What follows belongs to an exercise in optimizing a design on an open flow for small area, a short achievable clock period and few clock cycles per item; a production flow would make more cautious choices.
In this exercise RTL edits were held to simulation tests only and were not proved equivalent to the original.
No activity file was given, so power comes from the tool's default toggle rates.

Setup of maple:
// integer_to_radix_digits
module integer_to_radix_digits
#(
	parameter int MAX_ALPHABET = 16
) (
	input  logic                   clk,
	input  logic                   arst_n,
	input  logic                   cfg_we,
	input  logic [CFG_IDX_W-1:0]   cfg_index,
	input  logic [CFG_W-1:0]       cfg_data,
	input  logic                   in_valid,
	output logic                   in_ready,
	input  logic signed [DATA_W-1:0] value,
	output logic                   out_valid,
	input  logic                   out_ready,
	output logic [CHAR_W-1:0]      out_char,
	output logic                   last_char
);
	localparam int K  = 2;                  
	localparam int NV = 2;                  
	localparam int VW = 1;
	localparam int NS = (DATA_W + K - 1) / K;
	localparam int W  = NS * K;
	localparam int S  = 16;                 
	localparam int SW = 4;
	logic [RADIX_W-1:0] alen_q;
	logic               wlo_q;
	logic               whi_q;
	logic [CHAR_W-1:0]  ach_q [16];
	logic [15:0]        badf_q;
	function automatic logic bad_char(input logic [7:0] c);
		bad_char = c[7] || c[6:5] == 2'b00 || c == CHAR_PLUS || c == CHAR_MINUS;
	endfunction
	logic cfg_reg;
	assign cfg_reg = cfg_we && cfg_index != 2'd3;
	always_ff @(posedge clk or negedge arst_n) begin
		if (!arst_n) begin
			alen_q <= '0;
			wlo_q  <= 1'b0;
			whi_q  <= 1'b0;
		end else if (cfg_we) begin
			if (cfg_index == REG_LENGTH)
				alen_q <= cfg_data[RADIX_W-1:0];
			if (cfg_index == REG_LOW)
				wlo_q <= 1'b1;
			if (cfg_index == REG_HIGH)
				whi_q <= 1'b1;
		end
	end
	always_ff @(posedge clk) begin
		if (cfg_we && (cfg_index == REG_LOW || cfg_index == REG_HIGH)) begin
			for (int k = 0; k < 8; k++) begin
				if (cfg_index == REG_LOW) begin
					ach_q[k]  <= cfg_data[8*k +: CHAR_W];
					badf_q[k] <= bad_char(cfg_data[8*k +: 8]);
				end else begin
					ach_q[8+k]  <= cfg_data[8*k +: CHAR_W];
					badf_q[8+k] <= bad_char(cfg_data[8*k +: 8]);
				end
			end
		end
	end
	logic [4:0] nd;          
	logic       r2_q;
	logic       r3_q;
	logic       r4_q;
	logic       nd16_q;      
	logic [3:0] nd4_q;       
	logic [3:0] ndm1_q;      
	logic [3:0] h0_q;        
	logic [3:0] h1_q;        
	logic [3:0] m_q;         
	logic       nd16b_q;
	logic [3:0] nd4b_q;
	logic [3:0] mb_q;
	assign nd = (alen_q == 5'd2 || alen_q == 5'd4) ? 5'd16 : (alen_q == 5'd3) ? 5'd9 : alen_q;
	always_ff @(posedge clk) begin
		r2_q   <= alen_q == 5'd2;
  ...
Settings: LEC_CHECK=0, ABC_AREA=1, CAP_MARGIN=20, CORE_MARGIN=2, CORE_UTILIZATION=50, SETUP_SLACK_MARGIN=3.75, SLEW_MARGIN=20; clock period 7.0 ns.
run.sh (not shown) runs the stock make flow with config.mk's settings and CLKGATE_MAP_FILE= SYNTH_SCRIPT=/design/flow/synth_recipe.tcl, a recipe that flattens the netlist after the stock synthesis.
maple did not stop at any stage, and its layout met the timing, DRC and antenna checks.
Testbench counts of maple, summed over its fixed seeds: cycles 10,277, values 960.
#### Input delta (fjord over maple)
diff --git a/flow/config.mk b/flow/config.mk
--- a/flow/config.mk
+++ b/flow/config.mk
@@ -11,3 +11,3 @@
 export CORE_UTILIZATION = 50
-export SETUP_SLACK_MARGIN = 3.75
+export SETUP_SLACK_MARGIN = 3.9
 export SLEW_MARGIN = 20
Notes after the runs:
- fjord vs. maple: transition time at the pin with the least slew margin went down by 49 ps.
- A destination of the critical timing path of x_q[12][1] is what fjord shows, while dup_q belongs to maple.
- Summary of fjord over maple: highest clock frequency the design can meet now smaller; reg2reg setup slack moved down; leakage component of the power now sits higher; required time of the critical path saw a decrease.
- Global-route usage, maple and fjord, higher one = fjord.
- Row portion of total power attributed to the clock network: fjord lower / maple higher
- The DRC violation count after routing was comparable across maple and fjord.
- Wire length, maple and fjord: lower on maple
Here is what was changed in the inputs of garnet compared with fjord.
diff --git a/flow/config.mk b/flow/config.mk
--- a/flow/config.mk
+++ b/flow/config.mk
@@ -7,7 +7,6 @@
 export LEC_CHECK = 0
-export ABC_AREA = 1
 export CAP_MARGIN = 20
 export CORE_MARGIN = 2
-export CORE_UTILIZATION = 50
-export SETUP_SLACK_MARGIN = 3.9
+export CORE_UTILIZATION = 40
+export SETUP_SLACK_MARGIN = 3.5
 export SLEW_MARGIN = 20
[summary]
What garnet reported for total length of routed met2 wires has to be multiplied by 1.16 to get the figure for fjord.
garnet gives less count of clock-buffer cells in the layout than fjord did.
[garnet] largest stage delay on the critical path rose 200 ps relative to fjord
Total die area went up by more than 10% going from fjord to garnet.
diff inputs: garnet => lagoon
diff --git a/flow/config.mk b/flow/config.mk
--- a/flow/config.mk
+++ b/flow/config.mk
@@ -10,3 +10,3 @@
 export CORE_UTILIZATION = 40
-export SETUP_SLACK_MARGIN = 3.5
+export SETUP_SLACK_MARGIN = 3.0
 export SLEW_MARGIN = 20
NOTE: number of signal-net buffers in the layout in lagoon falls short of that of garnet. | reported net switching power | lagoon vs garnet | 6.8% lower |. Global-route wire length before repair for lagoon: about 4.4% down relative to garnet. When the final numbers for lagoon and garnet were put side by side, the clock period minus worst slack turned out to be smaller in garnet. Clock tree buffer count of the final layout was lower in the run labelled garnet. lagoon vs garnet, top routing layer in use: met4 vs met5. Ratio of final minimum period to clock period delta for lagoon relative to garnet: 0.67 points higher. Relative to garnet, met2 track utilization from global routing increased by 1.1 points in lagoon. lagoon improves on garnet in worst hold margin.
Setup changes, lagoon to willow
diff --git a/flow/config.mk b/flow/config.mk
--- a/flow/config.mk
+++ b/flow/config.mk
@@ -7,5 +7,7 @@
 export LEC_CHECK = 0
+export ABC_AREA = 1
 export CAP_MARGIN = 20
 export CORE_MARGIN = 2
-export CORE_UTILIZATION = 40
+export CORE_UTILIZATION = 60
+export PLACE_DENSITY = 0.75
 export SETUP_SLACK_MARGIN = 3.0
--- outcome ---
- Die area was higher in the run labelled lagoon.
- Higher via count among lagoon and willow: willow
- willow vs lagoon — proportion of power drawn by combinational gates dropped 3.1 points.
- willow ended up with a higher initial core utilization than lagoon did.
- On power, lagoon loses to willow.
- Fmax up about 3.3% in willow wrt lagoon
- The run with more routed wire is willow, not lagoon.
- Higher worst path setup slack after routing was reported by willow, not lagoon.
- Compared with lagoon, willow shows a length of routed wiring on met1 that is 1.7% lower.
- willow ended up with a lower worst hold slack than lagoon did.
- Higher amount of wire on met2 after detailed routing among lagoon and willow: lagoon
Modified inputs, amber compared to willow
diff --git a/flow/config.mk b/flow/config.mk
--- a/flow/config.mk
+++ b/flow/config.mk
@@ -10,5 +10,4 @@
 export CORE_MARGIN = 2
-export CORE_UTILIZATION = 60
-export PLACE_DENSITY = 0.75
-export SETUP_SLACK_MARGIN = 3.0
+export CORE_UTILIZATION = 50
+export SETUP_SLACK_MARGIN = 3.45
 export SLEW_MARGIN = 20
==> run notes <==
In the tables for willow and amber, path depth of the worst reg2reg path reads lower with willow.
amber ended up with a lower fraction of power consumed by the clock network than willow did.
~same hold slack in willow and amber
Global-route wire length before repair: higher on amber
Final total power: amber worse than willow
The biggest fanout along the worst timing path number comes out higher for willow vs amber.

## port drivers added, routing unchanged
The results above use ideal ports. As a check the final layouts listed here were re-extracted and re-timed, cells and wires unchanged. Step 1, drivers: a clkbuf_16 drives clk and a buf_2 each remaining input, both assumed. Step 2 also shifts input and output timing later by t, the mid clock arrival at the registers, as if the neighbouring blocks saw the same clock. Three values: ideal, step 1, step 2; two values: the first two.
| run | shift t [ns] | setup WS [ns] | worst setup path after step 2 | worst data-port slew with drivers (ns) |
|---|---|---|---|---|
| maple | 0.706 | 3.736 / 3.736 / 3.189 | input to register | 0.04 |
| fjord | 0.704 | 3.606 / 3.606 / 3.381 | input to register | 0.07 |
| garnet | 0.725 | 3.049 / 3.049 / 2.900 | input to register | 0.07 |
| lagoon | 0.682 | 3.002 / 3.002 / 2.580 | input to register | 0.12 |
| willow | 0.689 | 3.129 / 3.129 / 2.736 | input to register | 0.04 |
| amber | 0.708 | 3.580 / 3.580 / 2.982 | input to register | 0.04 |
After both steps every run listed still meets setup and hold. For amber, which loses most, drivers alone change the setup slack by 0.000 ns; drivers and shift together by -0.598 ns.
